This design comes from an exercise in tuning for small area on the open sky130 flow, not from production work.
Function was checked by simulation only, so behaviour that the tests miss may differ from the original.
No activity file was given, so power comes from the tool's default toggle rates.

--- design/flow/config.mk ---
export PLATFORM = sky130hd
export DESIGN_NAME = CoreTop
export DESIGN_NICKNAME = CoreTop
export VERILOG_FILES = /design/flow/design.v
export SDC_FILE = /design/flow/constraint.sdc
export NUM_CORES = 4
export LEC_CHECK = 0
export CAP_MARGIN = 5
export CORE_MARGIN = 2
export CORE_UTILIZATION = 35
export GPL_TIMING_DRIVEN = 0
export PLACE_DENSITY = 0.45
export SETUP_SLACK_MARGIN = 0.1
export SLEW_MARGIN = 5
--- design/flow/flow/pre_resize.tcl ---
# Sourced before repair_design (PRE_RESIZE_TCL): keep the large buffers out
# of the placement-stage buffering, which otherwise drives the wide
# enable, select and data nets with buf_12/buf_16 cells.
set_dont_use [get_lib_cells {sky130_fd_sc_hd__buf_8 sky130_fd_sc_hd__buf_12 sky130_fd_sc_hd__buf_16 sky130_fd_sc_hd__bufbuf_8 sky130_fd_sc_hd__bufbuf_16}]
--- design/flow/design.v ---
`timescale 1ns/10ps
`timescale 1ns/10ps
`timescale 1ns/10ps
`timescale 1ns/10ps
`timescale 1ns/10ps
`timescale 1ns/10ps
module CoreTop
(
	input logic clk,
	input logic reset,
	input logic instrValid,
	input logic [31:0] instr,
	input logic [31:0] pc,
	output logic ready,
	output logic resultValid,
	output logic wbEnable,
	output logic [4:0] wbReg,
	output logic [31:0] wbData,
	output logic redirectValid,
	output logic [31:0] redirectTarget
);
	logic clearing;
	logic [4:0] clearIdx;
	always_ff @(posedge clk)
	begin
		if (reset)
		begin
			clearing <= 1'b1;
			clearIdx <= '0;
		end
		else if (clearing)
		begin
			clearIdx <= clearIdx + 5'd1;
			if (clearIdx == 5'd31)
				clearing <= 1'b0;
		end
	end
	assign ready = !clearing;
	logic s1Valid;
	logic [31:0] s1Instr;
	logic [31:0] s1Pc;
	always_ff @(posedge clk)
	begin
		if (reset)
			s1Valid <= 1'b0;
		else
			s1Valid <= instrValid && !clearing;
	end
	always_ff @(posedge clk)
	begin
		s1Instr <= instr;
		s1Pc <= pc;
	end
	logic [5:0] op;
	logic [4:0] rs, rt, rd, shamt;
	logic [5:0] funct;
	logic [15:0] imm;
	assign op = s1Instr[31:26];
	assign rs = s1Instr[25:21];
	assign rt = s1Instr[20:16];
	assign rd = s1Instr[15:11];
	assign shamt = s1Instr[10:6];
	assign funct = s1Instr[5:0];
	assign imm = s1Instr[15:0];
	logic isR, isAddi, isAndi, isOri, isLui, isLw, isLbu, isSw, isSb;
	logic isBeq, isBne, isJ, isJal;
	assign isR = (op == 6'h03);
	assign isAddi = (op == 6'h09);
	assign isAndi = (op == 6'h0c);
	assign isOri = (op == 6'h0e);
	assign isLui = (op == 6'h0f);
	assign isLw = (op == 6'h12);
	assign isLbu = (op == 6'h22);
	assign isSw = (op == 6'h2b);
	assign isSb = (op == 6'h28);
	assign isBeq = (op == 6'h05);
	assign isBne = (op == 6'h04);
	assign isJ = (op == 6'h02);
	assign isJal = (op == 6'h07);
	logic regWrite, isLoad, isStore;
	logic [4:0] dest;
	assign regWrite = isR || isAddi || isAndi || isOri || isLui || isLw || isLbu || isJal;
	assign isLoad = isLw || isLbu;
	assign isStore = isSw || isSb;
	assign dest = isR ? rd : (isJal ? 5'd31 : rt);
	logic [31:0] regs [1:31];
	logic s2Valid;
	logic s2RegWrite;
	logic s2Load;
	logic s2Byte;
	logic s2Store;
	logic s2Taken;
	logic [4:0] s2Dest;
	logic [31:0] s2A;
	logic [31:0] s2B;
	logic [7:0] s2MemLo;
	logic [7:0] s2MemHi;
	logic [31:1] selA, selB;
	logic fwdSelA, fwdSelB;
	logic [31:1] selANext, selBNext;
	logic fwdANext, fwdBNext;
	logic s1Fwdable;
	assign s1Fwdable = s1Valid && regWrite && !isLoad;
	assign fwdANext = s1Fwdable && (dest == instr[25:21]) && (instr[25:21] != 5'd0);
	assign fwdBNext = s1Fwdable && (dest == instr[20:16]) && (instr[20:16] != 5'd0);
	always_comb
	begin
		for (int r = 1; r < 32; r++)
		begin
			selANext[r] = (instr[25:21] == r[4:0]) && !fwdANext;
			selBNext[r] = (instr[20:16] == r[4:0]) && !fwdBNext;
		end
	end
	always_ff @(posedge clk)
	begin
		selA <= selANext;
		selB <= selBNext;
		fwdSelA <= fwdANext;
		fwdSelB <= fwdBNext;
	end
	logic [31:0] rsVal, rtVal;
	always_comb
	begin
		rsVal = s2A & {32{fwdSelA}};
		rtVal = s2A & {32{fwdSelB}};
		for (int r = 1; r < 32; r++)
		begin
			rsVal = rsVal | (regs[r] & {32{selA[r]}});
			rtVal = rtVal | (regs[r] & {32{selB[r]}});
		end
	end
	logic [31:0] opB;
	logic subtract;
	logic [31:0] sum;
	logic lessThan;
	logic [31:0] shifted;
	logic [31:0] aluOut;
	logic [31:0] linkOrTarget;
	logic taken;
	logic [31:0] bOut;
	assign opB = isR ? rtVal : {16'b0, imm};
	assign subtract = isR && (funct == 6'h22 || funct == 6'h2a);
	assign sum = rsVal + (subtract ? ~opB : opB) + {31'b0, subtract};
	assign lessThan = (rsVal[31] != rtVal[31]) ? rsVal[31] : sum[31];
	assign shifted = rtVal << shamt;
	assign linkOrTarget = s1Pc + (isJal ? 32'd0 : {{16{imm[15]}}, imm}) + 32'd1;
	always_comb
	begin
		aluOut = '0;
		if (isR)
		begin
			case (funct)
				6'h20, 6'h22: aluOut = sum;
				6'h24: aluOut = rsVal & rtVal;
				6'h25: aluOut = rsVal | rtVal;
				6'h2a: aluOut = {31'b0, lessThan};
				6'h00: aluOut = shifted;
				default: aluOut = '0;
			endcase
		end
		else if (isAndi)
			aluOut = rsVal & {16'b0, imm};
		else if (isOri)
			aluOut = rsVal | {16'b0, imm};
		else if (isLui)
			aluOut = {imm, 16'b0};
		else if (isJal)
			aluOut = linkOrTarget;
		else
			aluOut = sum;
	end
	assign taken = isJ || isJal || (isBeq && rsVal == rtVal) || (isBne && rsVal != rtVal);
	always_comb
	begin
		if (isJ || isJal)
			bOut = {6'b0, s1Instr[25:0]};
		else if (isBeq || isBne)
			bOut = linkOrTarget;
		else if (isSb)
			bOut = {4{rtVal[7:0]}};
		else
			bOut = rtVal;
	end
	always_ff @(posedge clk)
	begin
		if (reset)
			s2Valid <= 1'b0;
		else
			s2Valid <= s1Valid;
	end
	always_ff @(posedge clk)
	begin
		s2RegWrite <= regWrite;
		s2Load <= isLoad;
		s2Byte <= isSb || isLbu;
		s2Store <= isStore;
		s2Taken <= taken;
		s2Dest <= dest;
		s2A <= aluOut;
		s2B <= bOut;
		s2MemLo <= 8'b1 << sum[4:2];
		s2MemHi <= 8'b1 << sum[7:5];
	end
	logic [31:0] mem [64];
	logic [1:0] lane;
	logic [31:0] memWord;
	logic [7:0] loadByte;
	logic [31:0] wbValue;
	logic [31:0] storeWord;
	logic memWrite;
	assign lane = s2A[1:0];
	always_comb
	begin
		memWord = '0;
		for (int j = 0; j < 8; j++)
		begin
			logic [31:0] group;
			group = '0;
			for (int i = 0; i < 8; i++)
				group = group | (mem[8*j+i] & {32{s2MemLo[i]}});
			memWord = memWord | (group & {32{s2MemHi[j]}});
		end
	end
	always_comb
	begin
		case (lane)
			2'd0: loadByte = memWord[7:0];
			2'd1: loadByte = memWord[15:8];
			2'd2: loadByte = memWord[23:16];
			default: loadByte = memWord[31:24];
		endcase
	end
	always_comb
	begin
		if (!s2Load)
			wbValue = s2A;
		else if (s2Byte)
			wbValue = {24'b0, loadByte};
		else
			wbValue = memWord;
	end
	always_comb
	begin
		for (int l = 0; l < 4; l++)
		begin
			if (clearing)
				storeWord[8*l +: 8] = 8'b0;
			else if (!s2Byte || lane == l[1:0])
				storeWord[8*l +: 8] = s2B[8*l +: 8];
			else
				storeWord[8*l +: 8] = memWord[8*l +: 8];
		end
	end
	assign memWrite = s2Valid && s2Store;
	for (genvar w = 0; w < 64; w++)
	begin : g_mem
		always_ff @(posedge clk)
		begin
			if ((clearing && clearIdx == w / 2) || (memWrite && s2MemHi[w/8] && s2MemLo[w%8]))
				mem[w] <= storeWord;
		end
	end
	logic rfWrite;
	logic [4:0] rfAddr;
	logic [31:0] rfData;
	assign rfWrite = clearing || (s2Valid && s2RegWrite);
	assign rfAddr = clearing ? clearIdx : s2Dest;
	assign rfData = clearing ? 32'b0 : wbValue;
	for (genvar r = 1; r < 32; r++)
	begin : g_regs
		always_ff @(posedge clk)
		begin
			if (rfWrite && rfAddr == r)
				regs[r] <= rfData;
		end
	end
	always_ff @(posedge clk)
	begin
		if (reset)
		begin
			resultValid <= 1'b0;
			wbEnable <= 1'b0;
			redirectValid <= 1'b0;
		end
		else
		begin
			resultValid <= s2Valid;
			wbEnable <= s2Valid && s2RegWrite;
			redirectValid <= s2Valid && s2Taken;
		end
	end
	always_ff @(posedge clk)
	begin
		wbReg <= s2Dest;
		wbData <= wbValue;
		redirectTarget <= s2B;
	end
endmodule
--- design/flow/flow/run.sh ---
#!/bin/bash
# The standard layout (standard.sh) with area-oriented choices:
#  - yosys/abc buffers are removed at floorplan and rebuilt by the resizer
#  - ports are buffered with buf_1
#  - placement-stage repair_design may use buffers up to buf_6 only
#  - a lean clock tree: clkbuf_16 leaf clusters of up to 25 sinks, no
#    dummy loads
# make's output goes to standard.log; each ORFS step logs under orfs/logs.
set -euo pipefail
HERE=$(cd "$(dirname "${BASH_SOURCE[0]}")" && pwd)
CTS="-sink_clustering_enable -repair_clock_nets -dont_use_dummy_load"
CTS="$CTS -buf_list sky130_fd_sc_hd__clkbuf_16"
CTS="$CTS -sink_clustering_size 25 -sink_clustering_max_diameter 100"
bash standard.sh \
	"CTS_ARGS=$CTS" \
	"REMOVE_ABC_BUFFERS=1" \
	"BUFFER_PORTS_ARGS=-buffer_cell sky130_fd_sc_hd__buf_1" \
	"PRE_RESIZE_TCL=$HERE/pre_resize.tcl" \
	finish > standard.log 2>&1
--- design/flow/standard.sh ---
#!/bin/bash
# synth_recipe.tcl (not shown) runs the flow's synth.tcl, then flattens the netlist and writes it again
# the make line also repeats each setting of config.mk as NAME=value (left out here)
make -C /OpenROAD-flow-scripts/flow DESIGN_CONFIG=/design/flow/config.mk WORK_HOME=/design/flow/orfs CLKGATE_MAP_FILE= SYNTH_SCRIPT=/design/flow/synth_recipe.tcl "${@:-finish}"
--- design/flow/constraint.sdc ---
create_clock -name core_clock -period 6.5 [get_ports {clk}]
set_input_delay 1.3000 -clock core_clock [delete_from_list [all_inputs] [get_ports {clk}]]
set_output_delay 1.3000 -clock core_clock [all_outputs]
set_load 0.01 [all_outputs]
==> impl_metrics.py, run 1 <==
metrics = {
    "yosys": {
        "yosys_warnings": 3,
        "netlist_instances": 8605,
        "synth_edf_count": 3040,
        "async_flop_share": 0,
        "synth_top_area_share": 0.690,
        "syn_avg_cell_area_um2": 15.4,
        "synthFlopType": "edfxtp_1",
        "syn_area_um2": 132000,
        "ys_types": 86,
        "yosysSeqAreaShare": 0.735,
        "synth_area_leaders": "edfxtp_1 69%, a22oi_1 12%, dfxtp_1 4.5%, nand4_1 2.2%, ha_1 1.2%",
        "synth_largest_area_cell": "edfxtp_1",
        "synth_seq_cells": 3338,
    },
    "run_status": {
        "status": "finished clean",
    },
    "setup_path": {
        "cp_data_required_time_ns": 7.26,
        "critical_path_class": "reg2reg",
        "cp_num_buf_inv": 1,
        "slowest_stage": "nor4_4",
        "r2r-end": "s2A[0]",
        "crit_arrival_ns": 7.13,
        "start_kind": "flip-flop",
        "r2r_start": "selB[7]",
        "cpLargestDelayFamily": "compound AO/OA/AOI/OAI gates",
        "critPathMaxFanout": 19,
        "cp_cell_sequence": "buf_6, a22oi_1, nand4_1, nor4_4, xnor2_1, o21ai_0, ha_1, a21o_1, a21o_1, a211oi_1, o211ai_1, a211oi_1, nor2_2, a31oi_1, xnor2_1, o21ai_0, a41o_1",
        "slowest_delay_ns": 0.88,
        "crit_path_end_kind": "flip-flop",
        "rrSetupSlack_ns": 0.14,
        "r2r_cells": 17,
    },
    "timing": {
        "skew_ns": 0.129,
        "fmax_ghz": 0.157,
        "finalSetupTns_ns": 0,
        "rsz0062_at_grt": "no",
        "maxSlewHeadroom": 0.0606,
        "worst_slew_pin_slew_ns": 1.41,
        "whs_ns": 0.440,
        "setup_viol": 0,
        "slew_viol_final": 0,
        "final_hold_viol_count": 0,
        "finalCritPeriodShare": 0.979,
        "layout_min_cycle_time_ns": 6.36,
    },
    "pwr": {
        "peakVddDrop_mv": 0.186,
        "swShare": 0.295,
        "powerDensity_nw_per_um2": 290,
        "p_sw_mw": 12.5,
        "p_int_mw": 29.9,
        "p_clk_frac": 0.266,
        "p_leak_nw": 42.3,
        "finalPower_mw": 42.4,
        "seqPwrFrac": 0.568,
        "pwr-share-comb": 0.166,
    },
    "detailed_routing": {
        "ant_nets": 0,
        "wl_per_cell_um": 42.9,
        "drt_iter0_markers": 15300,
        "first_pass_iters": 9,
        "viasPerCell": 6.68,
        "remaining_drc_errors": 0,
        "vias": 91400,
        "drt-total-wl_mm": 587,
    },
    "clock_network": {
        "cts.sinks": 3338,
        "insertion_delay_ns": 0.96,
        "cts_tree": "built",
        "clockBufferDepth": 4,
        "cts_buffers": 164,
        "cts-root-buf": "clkbuf_16",
        "htreeDepth": 4,
        "path_clk_slew_ns": 0.11,
    },
    "final_layout": {
        "area_delta_synth_final_pct": 10.6,
        "multi_input_area_um2": 33600,
        "nFillCells": 34700,
        "layout_common_cells": "3040 x edfxtp_1, 2042 x a22oi_1, 464 x nand4_1, 314 x buf_6, 268 x nor2_1",
        "layout_commonest_cell": "edfxtp_1",
        "final_cells": 13700,
        "fin_nets": 8849,
        "seqCellArea_um2": 97600,
        "drive_gt1_frac": 0.0978,
    },
    "global_routing": {
        "grtUsageTotal": 0.297,
        "antenna_found_initial": 65,
        "grt_max_degree": 50,
        "grt_overflow_total": 0,
        "grt_pass1_wl_mm": 779,
        "grt_pass1_vias": 85700,
    },
    "min_path": {
        "whs_path_depth": 2,
        "min-delay-start": "s1Instr[25]",
        "hp-class": "reg2reg",
        "hold_end": "s2B[25]",
    },
    "placed_design": {
        "place_inst": 13500,
        "gp_congestion": 0.929,
        "portBuffers": 139,
        "dp_hpwl_mm": 372,
    },
    "floorplanning": {
        "die_area_um2": 383000,
        "core_area_um2": 376000,
        "pin_count": 140,
        "row_count": 225,
        "die_x_um": 619,
        "die_h_um": 619,
        "start_util": 0.352,
    },
    "job": {
        "max_cap_viol_count": 0,
    },
}
[worst max path at each step]
stage,startpoint,to,slack [ns],cells after the start
6_report,selB[7],s2A[0],0.14,17
5_1_grt,selB[10],s2A[30],0.11,17
4_1_cts,s2MemLo[1],regs[22][1],0.11,13
3_5_place_dp,s2MemLo[1],regs[1][3],-0.22,13
3_3_place_gp,s2MemLo[2],mem[42][27],-15.77,5
2_1_floorplan,s2MemLo[5],mem[0][6],-2.43,5
[cells by family after synthesis]
| kind of cell | synth area share |
|---|---|
| AO/OA/AOI/OAI | 0.158 |
| buffers and inverters | 0.0211 |
| multiplexers | 0.0100 |
| AND/OR/NAND/NOR | 0.0559 |
| flip-flops | 0.735 |
| adder cells (fa/ha/maj) | 0.0127 |
| XOR/XNOR | 0.00700 |
[sequential cells by signal, indices dropped and copies added, names as in the netlist, 5 cells and up]
signal	count
s2MemLo	8
clearIdx	5
redirectTarget	32
s2MemHi	8
s2Dest	5
selA	31
s1Instr	32
wbData	32
s1Pc	32
mem	2048
s2B	32
regs	992
s2A	32
selB	31
wbReg	5
[per-layer routing]
| layer | wire (um) | up-vias | global-route usage |
|---|---|---|---|
| li1 | - | 35400 | - |
| met3 | 75300 | 1476 | 0.102 |
| met1 | 240000 | 47600 | 0.413 |
| met4 | 31400 | 18 | 0.128 |
| met5 | 119 | - | 0.000631 |
| met2 | 240000 | 6815 | 0.420 |
[cells in the mapped netlist, types with 62 or more instances]
cell / instances
a21o_1: 102
a21oi_1: 144
a221oi_1: 69
a22o_1: 80
a22oi_1: 2042
buf_1: 136
buf_2: 63
clkbuf_1: 398
dfxtp_1: 298
edfxtp_1: 3040
ha_1: 131
inv_1: 115
mux2i_1: 94
nand2_1: 171
nand3_1: 77
nand4_1: 464
nor2_1: 303
nor3_1: 62
o21ai_0: 122
xnor2_1: 79
[power groups by stage]
stage | Combinational (mW) | Clock (mW) | Sequential, mW
6_report | 7.03 | 11.3 | 24.1
5_1_grt | 7.21 | 12.1 | 24.1
4_1_cts | 6.76 | 11.5 | 24.1
3_5_place_dp | 6.73 | 0 | 24.6
3_3_place_gp | 6.25 | 0 | 25.6
2_1_floorplan | 3.07 | 0 | 24.6
[worst min-delay path: cells and delay by family, from the launching register on]
kind	cells	cell delay [ns]
flops	1	0.32
compound gates	1	0.05
simple gates	1	0.04
[cell type report]
class,count,share of cell area
diodes,32,0.000547
flip-flops and latches,3338,0.667
clock buffers,164,0.0280
well taps,4994,0.0427
multi-input cells,4547,0.230
repair buffers,479,0.0291
inverters,119,0.00310
[timing repair]
item | in CTS | in global routing
setup endpoints to repair | 95 | 109
hold buffers | 0 | 0
gates cloned | 0 | 0
pin swaps | 0 | 1
resized for setup | 4 | 10
setup buffers | 1 | 0
[stage by stage]
step | utilization | setup WS (ns) | instance area, um^2
6_report | 0.389 | 0.136 | 146000
4_1_cts | 0.389 | 0.106 | 146000
2_1_floorplan | - | -2.43 | 130000
3_5_place_dp | 0.378 | -0.222 | 142000
5_1_grt | 0.389 | 0.105 | 146000
3_3_place_gp | 0.364 | -15.77 | 137000
==> run 2, diff against run 1 <==
--- a/design/flow/design.v
+++ b/design/flow/design.v
@@ -37,4 +37,6 @@
 	end
 	assign ready = !clearing;
+	logic clearNext;
+	assign clearNext = reset || (clearing && clearIdx != 5'd31);
 	logic s1Valid;
 	logic [31:0] s1Instr;
@@ -94,6 +96,6 @@
 	logic [31:0] s2A;
 	logic [31:0] s2B;
-	logic [7:0] s2MemLo;
-	logic [7:0] s2MemHi;
+	logic [15:0] s2MemLo;
+	logic [3:0] s2MemHi;
 	logic [31:1] selA, selB;
 	logic fwdSelA, fwdSelB;
@@ -192,13 +194,13 @@
 	begin
 		s2RegWrite <= regWrite;
-		s2Load <= isLoad;
-		s2Byte <= isSb || isLbu;
+		s2Load <= isLoad && !clearNext;
+		s2Byte <= (isSb || isLbu) && !clearNext;
 		s2Store <= isStore;
 		s2Taken <= taken;
 		s2Dest <= dest;
-		s2A <= aluOut;
-		s2B <= bOut;
-		s2MemLo <= 8'b1 << sum[4:2];
-		s2MemHi <= 8'b1 << sum[7:5];
+		s2A <= clearNext ? 32'b0 : aluOut;
+		s2B <= clearNext ? 32'b0 : bOut;
+		s2MemLo <= 16'b1 << sum[5:2];
+		s2MemHi <= 4'b1 << sum[7:6];
 	end
 	logic [31:0] mem [64];
@@ -213,10 +215,10 @@
 	begin
 		memWord = '0;
-		for (int j = 0; j < 8; j++)
+		for (int j = 0; j < 4; j++)
 		begin
 			logic [31:0] group;
 			group = '0;
-			for (int i = 0; i < 8; i++)
-				group = group | (mem[8*j+i] & {32{s2MemLo[i]}});
+			for (int i = 0; i < 16; i++)
+				group = group | (mem[16*j+i] & {32{s2MemLo[i]}});
 			memWord = memWord | (group & {32{s2MemHi[j]}});
 		end
@@ -244,7 +246,5 @@
 		for (int l = 0; l < 4; l++)
 		begin
-			if (clearing)
-				storeWord[8*l +: 8] = 8'b0;
-			else if (!s2Byte || lane == l[1:0])
+			if (!s2Byte || lane == l[1:0])
 				storeWord[8*l +: 8] = s2B[8*l +: 8];
 			else
@@ -257,5 +257,5 @@
 		always_ff @(posedge clk)
 		begin
-			if ((clearing && clearIdx == w / 2) || (memWrite && s2MemHi[w/8] && s2MemLo[w%8]))
+			if ((clearing && clearIdx == w / 2) || (memWrite && s2MemHi[w/16] && s2MemLo[w%16]))
 				mem[w] <= storeWord;
 		end
@@ -266,5 +266,5 @@
 	assign rfWrite = clearing || (s2Valid && s2RegWrite);
 	assign rfAddr = clearing ? clearIdx : s2Dest;
-	assign rfData = clearing ? 32'b0 : wbValue;
+	assign rfData = wbValue;
 	for (genvar r = 1; r < 32; r++)
 	begin : g_regs
--- a/design/flow/flow/run.sh
+++ b/design/flow/flow/run.sh
@@ -4,4 +4,6 @@
 #  - ports are buffered with buf_1
 #  - placement-stage repair_design may use buffers up to buf_6 only
+#  - after global routing, gates off the critical paths are downsized
+#    (RECOVER_POWER)
 #  - a lean clock tree: clkbuf_16 leaf clusters of up to 25 sinks, no
 #    dummy loads
@@ -15,4 +17,5 @@
 	"CTS_ARGS=$CTS" \
 	"REMOVE_ABC_BUFFERS=1" \
+	"RECOVER_POWER=100" \
 	"BUFFER_PORTS_ARGS=-buffer_cell sky130_fd_sc_hd__buf_1" \
 	"PRE_RESIZE_TCL=$HERE/pre_resize.tcl" \
--- a/design/flow/config.mk
+++ b/design/flow/config.mk
@@ -11,4 +11,4 @@
 export GPL_TIMING_DRIVEN = 0
 export PLACE_DENSITY = 0.45
-export SETUP_SLACK_MARGIN = 0.1
+export SETUP_SLACK_MARGIN = 0.3
 export SLEW_MARGIN = 5
==> run 2 against run 1 <==
Now fails the layout checks on capacitance limit, slew limit, setup timing. Largest cell class unchanged. Register-to-register slack got worse by 0.17 ns. Critical endpoint is now regs[15][21]. Non-clock buffer count increased by 26. Via count is essentially flat. Sequential power about the same. Count of clock-buffer cells in the layout shrank 4. Power up 3.7%. Highest routed layer unchanged. Clock skew fell by 0.023 ns. Largest power group unchanged. Sequential share of layout area increased by 0.85 points.
==> impl_metrics.py, run 2 <==
metrics = {
    "yosys": {
        "synth_edf_count": 3040,
        "synth_area_leaders": "edfxtp_1 69%, a22oi_1 6.4%, dfxtp_1 4.6%, a221oi_1 3.3%, a22o_1 3.2%",
        "yosys_warnings": 3,
        "syn_avg_cell_area_um2": 15.6,
        "yosysMostFrequentCell": "edfxtp_1",
        "synth_largest_area_cell": "edfxtp_1",
        "synth_seq_cells": 3342,
        "ys_types": 94,
        "synth_top_area_share": 0.689,
        "syn_area_um2": 133000,
        "async_flop_share": 0,
        "netlist_top_cells_count": "3040 x edfxtp_1, 1131 x a22oi_1, 494 x a221oi_1, 489 x a22o_1, 398 x clkbuf_1",
        "yosysSeqAreaShare": 0.735,
        "synthFlopType": "edfxtp_1",
        "netlist_instances": 8494,
    },
    "final_layout": {
        "area_delta_synth_final_pct": 9.15,
        "largest_register_ffs": 2048,
        "layout_commonest_cell": "edfxtp_1",
        "fin_nets": 8775,
        "design_area_um2": 145000,
        "max_flop_register": "mem",
        "drive_gt1_frac": 0.0728,
        "reg_top3": "mem x2048, regs x992",
        "final_cells": 13600,
        "layout_common_cells": "3040 x edfxtp_1, 1131 x a22oi_1, 493 x a221oi_1, 489 x a22o_1, 335 x nand4_1",
    },
    "clock_network": {
        "path_clk_slew_ns": 0.11,
        "insertion_delay_ns": 0.95,
        "cts_tree": "built",
        "htreeDepth": 4,
        "cts.sinks": 3342,
        "hold_buffers": 0,
        "clockBufferDepth": 4,
        "cts_setup_buffers": 0,
        "cts-root-buf": "clkbuf_16",
        "cts_buffers": 160,
    },
    "timing": {
        "fin_ws_ns": -0.0351,
        "slew_viol_final": 2943,
        "worst_slew_pin_slew_ns": 2.81,
        "whs_ns": 0.444,
        "maxSlewHeadroom": -0.892,
        "setup_viol": 23,
        "rsz0062_at_grt": "yes",
        "layout_min_cycle_time_ns": 6.54,
        "final_hold_viol_count": 0,
        "fmax_ghz": 0.153,
        "finalCritPeriodShare": 1.01,
        "skew_ns": 0.106,
    },
    "setup_path": {
        "start_kind": "flip-flop",
        "critPathMaxFanout": 23,
        "critical_path_class": "reg2reg",
        "slowest_delay_ns": 1.46,
        "cp_data_required_time_ns": 7.05,
        "cp_cell_sequence": "inv_1, o22ai_1, nand2_1, nor2_1, clkbuf_1, clkbuf_2",
        "crit_arrival_ns": 7.08,
        "crit_path_end_kind": "flip-flop",
        "r2r_start": "clearing",
        "slowest_stage": "clkbuf_1",
        "startpoint": "clearing",
    },
    "pwr": {
        "p_leak_nw": 44.9,
        "peakVddDrop_mv": 0.200,
        "powerDensity_nw_per_um2": 304,
    },
    "global_routing": {
        "grt_max_degree": 65,
        "grt_pass1_wl_mm": 788,
        "grt_pass1_vias": 84600,
        "grtUsageTotal": 0.303,
        "grt_overflow_total": 0,
        "antenna_found_initial": 48,
    },
    "placed_design": {
        "portBuffers": 139,
        "dp_hpwl_mm": 377,
        "gp_congestion": 0.916,
        "place_inst": 13400,
        "placed_area_um2": 143000,
    },
    "floorplanning": {
        "die_x_um": 619,
        "pin_count": 140,
        "die_h_um": 619,
        "row_count": 225,
        "die_area_um2": 384000,
        "start_util": 0.352,
        "core_area_um2": 376000,
    },
    "detailed_routing": {
        "vias": 91400,
        "drt_iter0_markers": 15100,
        "first_pass_iters": 9,
        "viasPerCell": 6.72,
        "remaining_drc_errors": 0,
        "drt-total-wl_mm": 599,
        "wl_per_cell_um": 44.1,
        "ant_nets": 0,
    },
    "job": {
        "max_cap_viol_count": 145,
    },
    "min_path": {
        "min-delay-start": "pc[11]",
        "hp-class": "in2reg",
    },
    "run_status": {
        "check.faults": "capacitance limit, slew limit, setup timing",
        "status": "finished with violations",
    },
}
[run 2: stage by stage]
| stage | utilization | setup TNS [ns] | total power [mW] | setup WS, ns |
|---|---|---|---|---|
| 2_1_floorplan | - | -48.51 | 27.9 | -0.0626 |
| 5_1_grt | 0.384 | 0 | 44.9 | 0.137 |
| 4_1_cts | 0.390 | 0 | 44.1 | 0.394 |
| 6_report | 0.385 | -0.480 | 44.0 | -0.0351 |
| 3_3_place_gp | 0.364 | - | 33.0 | -11.35 |
| 3_5_place_dp | 0.379 | 0 | 33.3 | 0.0914 |
[run 2: cells by family after synthesis]
| group | count (synthesis) | share of synthesized area |
|---|---|---|
| AOI/OAI and AO/OA | 2811 | 0.163 |
| xor gates and xnor gates | 85 | 0.00568 |
| adders and majority gates | 133 | 0.0127 |
| buffers and inverters | 739 | 0.0217 |
| DFF | 3342 | 0.735 |
| muxes | 123 | 0.0118 |
| and+or+nand+nor | 1261 | 0.0504 |
[run 2: area by class of cell]
| type | count | area (um^2) |
|---|---|---|
| Fill cell | 35000 | 231000 |
| Sequential cell | 3342 | 97600 |
| Multi-Input combinational cell | 4414 | 32700 |
| Tap cell | 4994 | 6250 |
| Clock buffer | 160 | 4000 |
| Timing Repair Buffer | 505 | 3390 |
| Inverter | 152 | 576 |
| Antenna cell | 26 | 65.1 |
[run 2: what timing repair did]
| action | CTS | global route |
|---|---|---|
| endpoints found under the setup margin | 2 | 21 |
| cloned | 1 | 0 |
| gates resized for setup | 4 | 5 |
| pin swaps | 0 | 0 |
[run 2: per-layer routing]
metal / vias to the layer above / routed length [um] / GRT usage
met5: - / 169 / 0
met1: 47800 / 241000 / 0.422
met4: 22 / 31900 / 0.121
met2: 6882 / 250000 / 0.440
met3: 1446 / 76100 / 0.0935
li1: 35200 / - / -
[run 2: final timing paths]
path | end | slack (ns) | depth (start not counted)
worst max-delay path | regs[15][21] | -0.04 | 6
worst min-delay path | s1Pc[11] | 0.44 | 1
worst max register to register | regs[15][21] | -0.04 | 6
worst min register to register | s2B[23] | 0.47 | 2
[run 2: critical path, delay by kind of cell, from the launching register on]
| kind | cells | cell delay (ns) |
|---|---|---|
| buffers and inverters | 3 | 2.93 |
| and+or+nand+nor | 2 | 1.59 |
| DFF | 1 | 1.04 |
| AOI/OAI and AO/OA | 1 | 0.48 |
[run 2: power by group]
group | switching [mW] | total (mW) | leakage [nW] | internal [mW]
combinational | 6.54 | 8.93 | 13.0 | 2.39
sequential | 0.523 | 23.9 | 29.9 | 23.3
clock | 6.78 | 11.2 | 1.97 | 4.43
==> run 3, diff against run 2 <==
--- a/design/flow/flow/run.sh
+++ b/design/flow/flow/run.sh
@@ -3,7 +3,5 @@
 #  - yosys/abc buffers are removed at floorplan and rebuilt by the resizer
 #  - ports are buffered with buf_1
-#  - placement-stage repair_design may use buffers up to buf_6 only
-#  - after global routing, gates off the critical paths are downsized
-#    (RECOVER_POWER)
+#  - placement-stage repair_design may use buffers up to buf_4 only
 #  - a lean clock tree: clkbuf_16 leaf clusters of up to 25 sinks, no
 #    dummy loads
@@ -17,5 +15,4 @@
 	"CTS_ARGS=$CTS" \
 	"REMOVE_ABC_BUFFERS=1" \
-	"RECOVER_POWER=100" \
 	"BUFFER_PORTS_ARGS=-buffer_cell sky130_fd_sc_hd__buf_1" \
 	"PRE_RESIZE_TCL=$HERE/pre_resize.tcl" \
==> design/flow/flow/pre_resize.tcl (replaced) <==
# Sourced before repair_design (PRE_RESIZE_TCL): keep buffers above buf_4
# out of the placement-stage buffering, which otherwise drives the wide
# enable, select and data nets with buf_6..buf_16 cells.
set_dont_use [get_lib_cells {sky130_fd_sc_hd__buf_6 sky130_fd_sc_hd__buf_8 sky130_fd_sc_hd__buf_12 sky130_fd_sc_hd__buf_16 sky130_fd_sc_hd__bufbuf_8 sky130_fd_sc_hd__bufbuf_16}]
--- a/design/flow/config.mk
+++ b/design/flow/config.mk
@@ -6,5 +6,5 @@
 export NUM_CORES = 4
 export LEC_CHECK = 0
-export CAP_MARGIN = 5
+export CAP_MARGIN = 15
 export CORE_MARGIN = 2
 export CORE_UTILIZATION = 35
@@ -12,3 +12,3 @@
 export PLACE_DENSITY = 0.45
 export SETUP_SLACK_MARGIN = 0.3
-export SLEW_MARGIN = 5
+export SLEW_MARGIN = 15
==> run 3 against run 2 <==
Routed wire length about the same. Critical path depth up 10. The run now finishes clean. Maximum frequency up 5.1%. Critical path type unchanged. Register-to-register slack better by 0.32 ns. Non-clock buffer count down 21. Utilization up 0.30 points. Worst setup slack better by 0.32 ns.
==> impl_metrics.py, run 3 <==
metrics = {
    "global_routing": {
        "met2_usage": 0.438,
        "grtUsageTotal": 0.302,
        "grt_max_degree": 65,
        "grt_overflow_total": 0,
        "antenna_found_initial": 37,
        "grtUsageMet3": 0.0952,
        "grt.busiest_layer": "met2",
        "grt_pass1_vias": 84500,
        "use_met1": 0.421,
        "grt_pass1_wl_mm": 786,
    },
    "clock_network": {
        "cts_setup_buffers": 0,
        "cts_buffers": 162,
        "cts.sinks": 3342,
        "path_clk_slew_ns": 0.10,
        "clockBufferDepth": 4,
        "htreeDepth": 4,
        "insertion_delay_ns": 0.97,
        "cts-root-buf": "clkbuf_16",
        "cts_tree": "built",
    },
    "placed_design": {
        "post-place-ws_ns": -0.00695,
        "placed_area_um2": 142000,
        "gp_congestion": 0.916,
        "dp_hpwl_mm": 372,
        "portBuffers": 139,
    },
    "setup_path": {
        "slowest_delay_ns": 0.96,
        "cp_cell_sequence": "buf_4, a22o_1, a221oi_1, nand3_1, or4_1, ha_1, o21ai_0, o21ai_0, a221o_1, a311o_1, a221oi_2, o21ai_1, o22ai_1, xor2_1, a221oi_1, a22o_1",
        "crit_arrival_ns": 6.96,
        "crit_path_end_kind": "flip-flop",
        "start_kind": "flip-flop",
        "critical_path_class": "reg2reg",
        "cp_data_required_time_ns": 7.25,
        "cp_num_buf_inv": 1,
        "critPathMaxFanout": 17,
        "slowest_stage": "or4_1",
        "cpLargestDelayFamily": "compound AO/OA/AOI/OAI gates",
    },
    "yosys": {
        "yosys_warnings": 3,
        "netlist_instances": 8494,
        "ys_types": 94,
        "yosysSeqAreaShare": 0.735,
        "synth_edf_count": 3040,
        "synthFlopType": "edfxtp_1",
        "synth_seq_cells": 3342,
        "netlist_top_cells_count": "3040 x edfxtp_1, 1131 x a22oi_1, 494 x a221oi_1, 489 x a22o_1, 398 x clkbuf_1",
        "async_flop_share": 0,
        "syn_area_um2": 133000,
        "synth_largest_area_cell": "edfxtp_1",
        "syn_avg_cell_area_um2": 15.6,
        "yosysMostFrequentCell": "edfxtp_1",
        "synth_area_leaders": "edfxtp_1 69%, a22oi_1 6.4%, dfxtp_1 4.6%, a221oi_1 3.3%, a22o_1 3.2%",
        "synth_top_area_share": 0.689,
    },
    "timing": {
        "rsz0062_at_grt": "yes",
        "layout_min_cycle_time_ns": 6.22,
        "fin_ws_ns": 0.281,
        "setup_viol": 0,
        "fmax_ghz": 0.161,
        "skew_ns": 0.113,
        "final_hold_viol_count": 0,
        "finalCritPeriodShare": 0.957,
        "worst_slew_pin_slew_ns": 1.33,
        "maxSlewHeadroom": 0.111,
        "slew_viol_final": 0,
    },
    "final_layout": {
        "design_area_um2": 146000,
        "drive_gt1_frac": 0.107,
        "area_delta_synth_final_pct": 10.0,
        "fin_nets": 8755,
        "largest_register_ffs": 2048,
        "reg_top3": "mem x2048, regs x992",
        "layout_common_cells": "3040 x edfxtp_1, 1131 x a22oi_1, 486 x a22o_1, 474 x a221oi_1, 335 x nand4_1",
        "layout_commonest_cell": "edfxtp_1",
        "max_flop_register": "mem",
        "nFillCells": 34800,
    },
    "detailed_routing": {
        "wl_per_cell_um": 44.1,
        "drt_iter0_markers": 15700,
        "vias": 91800,
        "drt-total-wl_mm": 599,
        "ant_nets": 0,
        "first_pass_iters": 7,
        "remaining_drc_errors": 0,
        "viasPerCell": 6.77,
    },
    "floorplanning": {
        "die_area_um2": 384000,
        "row_count": 225,
        "die_x_um": 619,
        "die_h_um": 619,
        "start_util": 0.352,
        "core_area_um2": 376000,
        "pin_count": 140,
    },
    "pwr": {
        "p_leak_nw": 45.2,
        "peakVddDrop_mv": 0.193,
        "powerDensity_nw_per_um2": 304,
    },
    "min_path": {
        "hp-class": "reg2reg",
    },
    "job": {
        "max_cap_viol_count": 0,
    },
    "run_status": {
        "status": "finished clean",
    },
}
==> run 3: metal layers <==
layer,vias to the layer above,wire [um]
met2,7001,251000
met5,-,402
met3,1482,76600
li1,35200,-
met4,26,29600
met1,48100,241000
==> run 3: power by group <==
group / switching [mW] / internal (mW) / total (mW)
clock network: 6.78 / 4.48 / 11.3
logic: 6.68 / 2.50 / 9.18
registers: 0.546 / 23.3 / 23.9
total: 14.0 / 30.3 / 44.3
==> run 3: repair_timing <==
action	CTS	global route
resized for setup	3	4
endpoints found under the setup margin	5	8
gates cloned	0	0
hold buffers	0	0
pin swaps	0	1
==> run 3: cells by family after synthesis <==
| logic type | synth area share |
|---|---|
| flops | 0.735 |
| xor+xnor | 0.00568 |
| compound gates | 0.163 |
| fa+ha+maj | 0.0127 |
| buf+inv | 0.0217 |
| mux | 0.0118 |
| simple gates | 0.0504 |
==> run 3: metrics by stage <==
step	setup TNS, ns	std cells	utilization	hold slack (ns)	power, mW
after floorplan	-48.51	7907	-	0.326	27.9
after global placement	-	13000	0.364	0.441	33.0
after detailed placement	-0.00695	13400	0.376	0.456	33.3
after CTS	0	13500	0.387	0.426	44.1
after global routing	0	13500	0.387	0.446	45.3
final	0	13600	0.388	0.472	44.3
==> run 3: tightest hold or removal path: cells and delay by family (launching register included) <==
kind	cells	cell delay, ns
flip-flops	1	0.31
AO/OA/AOI/OAI	1	0.07
AND/OR/NAND/NOR	1	0.05
==> run 3: path summary, 6_finish.rpt <==
check,from,to,slack [ns],depth (start not counted)
min,s1Instr[23],s2B[23],0.47,2
min reg2reg,s1Instr[23],s2B[23],0.47,2
max reg2reg,selA[6],s2A[28],0.28,16
max,selA[6],s2A[28],0.28,16
==> run 3: final cells by class <==
cell class | count | area (um^2) | area share
multi-input combinational | 4413 | 34100 | 0.234
inverter | 152 | 576 | 0.00395
sequential | 3342 | 97700 | 0.670
timing repair buffer | 484 | 3080 | 0.0211
antenna | 22 | 55.1 | 0.000378
clock buffer | 162 | 4050 | 0.0278
tap | 4994 | 6250 | 0.0429
==> run 4, diff against run 3 <==
--- a/design/flow/config.mk
+++ b/design/flow/config.mk
@@ -10,5 +10,5 @@
 export CORE_UTILIZATION = 35
 export GPL_TIMING_DRIVEN = 0
-export PLACE_DENSITY = 0.45
+export PLACE_DENSITY = 0.6
 export SETUP_SLACK_MARGIN = 0.3
 export SLEW_MARGIN = 15
==> run 4 against run 3 <==
Non-clock buffer count is 29 lower. Final cell count fell by 0.21%. Register-to-register slack better by 0.08 ns. Via count is 0.12% lower. Final area shrank 0.22%. Largest power group unchanged. Synthesized cell count unchanged. Critical path type unchanged.
==> impl_metrics.py, run 4 <==
metrics = {
    "global_routing": {
        "grt_max_degree": 65,
        "grt_pass1_wl_mm": 734,
        "grt_pass1_vias": 85200,
        "antenna_found_initial": 42,
        "grtUsageTotal": 0.276,
        "grt_overflow_total": 0,
    },
    "yosys": {
        "synth_seq_cells": 3342,
        "syn_avg_cell_area_um2": 15.6,
        "synthFlopType": "edfxtp_1",
        "ys_types": 94,
        "netlist_instances": 8494,
        "synth_edf_count": 3040,
        "yosysSeqAreaShare": 0.735,
        "yosys_warnings": 3,
        "netlist_top_cells_count": "3040 x edfxtp_1, 1131 x a22oi_1, 494 x a221oi_1, 489 x a22o_1, 398 x clkbuf_1",
        "synth_largest_area_cell": "edfxtp_1",
        "synth_top_area_share": 0.689,
        "async_flop_share": 0,
        "synth_area_leaders": "edfxtp_1 69%, a22oi_1 6.4%, dfxtp_1 4.6%, a221oi_1 3.3%, a22o_1 3.2%",
        "syn_area_um2": 133000,
        "yosysMostFrequentCell": "edfxtp_1",
    },
    "placed_design": {
        "post-place-ws_ns": 0.236,
        "dp_hpwl_mm": 335,
        "portBuffers": 139,
        "placed_area_um2": 141000,
        "place_inst": 13400,
        "gp_congestion": 0.934,
    },
    "timing": {
        "layout_min_cycle_time_ns": 6.14,
        "finalSetupTns_ns": 0,
        "maxSlewHeadroom": 0.116,
        "rsz0062_at_grt": "no",
        "slew_viol_final": 0,
        "setup_viol": 0,
        "skew_ns": 0.138,
        "finalCritPeriodShare": 0.944,
        "final_hold_viol_count": 0,
        "worst_slew_pin_slew_ns": 1.32,
        "fin_ws_ns": 0.361,
        "fmax_ghz": 0.163,
        "whs_ns": 0.418,
    },
    "pwr": {
        "p_leak_nw": 45.0,
        "powerDensity_nw_per_um2": 299,
        "finalPower_mw": 43.5,
        "peakVddDrop_mv": 0.261,
    },
    "detailed_routing": {
        "drt_iter0_markers": 17300,
        "vias": 91700,
        "first_pass_iters": 12,
        "drt-total-wl_mm": 548,
        "wl_per_cell_um": 40.4,
        "remaining_drc_errors": 0,
        "viasPerCell": 6.77,
        "ant_nets": 0,
    },
    "clock_network": {
        "cts_tree": "built",
        "cts_buffers": 160,
        "cts.sinks": 3342,
        "insertion_delay_ns": 0.95,
        "clockBufferDepth": 4,
        "htreeDepth": 4,
        "cts-root-buf": "clkbuf_16",
        "path_clk_slew_ns": 0.10,
    },
    "floorplanning": {
        "core_area_um2": 376000,
        "row_count": 225,
        "start_util": 0.352,
        "die_h_um": 619,
        "pin_count": 140,
        "die_area_um2": 384000,
        "die_x_um": 619,
    },
    "final_layout": {
        "max_flop_register": "mem",
        "largest_register_ffs": 2048,
        "nFillCells": 34400,
        "reg_top3": "mem x2048, regs x992",
        "drive_gt1_frac": 0.103,
        "final_core_util": 0.387,
        "layout_commonest_cell": "edfxtp_1",
        "layout_common_cells": "3040 x edfxtp_1, 1131 x a22oi_1, 486 x a22o_1, 472 x a221oi_1, 335 x nand4_1",
        "fin_nets": 8724,
        "area_delta_synth_final_pct": 9.75,
        "design_area_um2": 145000,
        "final_cells": 13500,
    },
    "setup_path": {
        "crit_path_end_kind": "flip-flop",
        "critical_path_class": "reg2reg",
        "start_kind": "flip-flop",
        "critPathMaxFanout": 23,
        "crit_arrival_ns": 6.91,
        "r2r-end": "s2A[28]",
        "r2r_cells": 18,
        "r2r_start": "selB[30]",
        "rrSetupSlack_ns": 0.36,
        "cp_data_required_time_ns": 7.27,
    },
    "min_path": {
        "min-delay-start": "s2B[15]",
        "hp-class": "reg2reg",
        "hold_end": "redirectTarget[15]",
        "whs_path_depth": 0,
    },
    "job": {
        "max_cap_viol_count": 0,
    },
    "run_status": {
        "status": "finished clean",
    },
}
-- run 4: worst max-delay path by stage --
stage | start | endpoint | depth (start not counted)
2_1_floorplan | s2MemLo[9] | mem[0][19] | 6
3_3_place_gp | s2MemLo[9] | mem[49][9] | 6
3_5_place_dp | selB[29] | s2A[28] | 18
4_1_cts | s2MemLo[9] | regs[16][7] | 14
5_1_grt | selB[15] | s2A[28] | 18
6_report | selB[30] | s2A[28] | 18
-- run 4: cell type report --
cell class | instances | area (um^2) | share of cell area
Sequential cell | 3342 | 97700 | 0.672
Tap cell | 4994 | 6250 | 0.0430
Clock buffer | 160 | 4000 | 0.0275
Inverter | 152 | 576 | 0.00396
Timing Repair Buffer | 455 | 2850 | 0.0196
Multi-Input combinational cell | 4413 | 34000 | 0.234
Antenna cell | 25 | 62.6 | 0.000430
-- run 4: cell families after synthesis --
kind of cell	after synthesis	synth area share
flip-flops	3342	0.735
AO/OA/AOI/OAI	2811	0.163
AND/OR/NAND/NOR	1261	0.0504
buffers and inverters	739	0.0217
adder cells (fa/ha/maj)	133	0.0127
multiplexers	123	0.0118
XOR/XNOR	85	0.00568
-- run 4: timing repair --
action                     4_1_cts  5_1_grt
setup endpoints to repair        1        1
hold buffers                     0        0
gates resized for setup          1        2
pin swaps                        0        1
buffers inserted                 0        2
-- run 4: critical path, stage by stage (launching register included) --
cell and delay [ns]:
dfxtp_4 0.48, buf_4 0.45, a22oi_1 0.27, nand4_1 0.21, nor4_4 1.06, xnor2_1 0.20
o21ai_0 0.14, inv_1 0.11, fa_1 0.22, nor2b_1 0.08, o31ai_1 0.43, a311o_1 0.33
nand2_1 0.26, a221oi_2 0.45, o21ai_1 0.20, o22ai_1 0.20, xor2_1 0.42, a221oi_1 0.15
a22o_1 0.33
-- run 4: power breakdown --
group	switching (mW)	internal [mW]
Combinational	6.08	2.51
Sequential	0.629	23.3
Clock	6.56	4.42
-- run 4: metal layers --
layer,part of all wire,global-route usage,vias up
li1,-,-,35100
met1,0.36,0.356,46700
met2,0.42,0.404,8044
met3,0.15,0.0998,1825
met4,0.068,0.147,22
met5,0.00068,0.00442,-

[what the ideal ports hide]
No port has a modelled driver above. Below, the same layouts with a new extraction and two added sets of constraints. Step 1, drivers: a clkbuf_16 drives clk and a buf_2 each remaining input, both assumed. Step 2 adds t to the input delays and takes it off the output delays; t is the mean of the earliest and latest rising clock arrival at the registers after step 1. Input paths then give back, and output paths get back, about the clock's delay inside the block. Three values: ideal ports, drivers, drivers and shift; two values: the first two.
run	t (ns)	setup slack, ns	worst setup path after step 2
run 1	0.994	0.136 / 0.136 / 0.136	register to register
run 2	1.010	-0.035 / -0.035 / -0.035	register to register
run 3	1.016	0.281 / 0.281 / 0.281	register to register
run 4	0.982	0.361 / 0.361 / 0.361	register to register
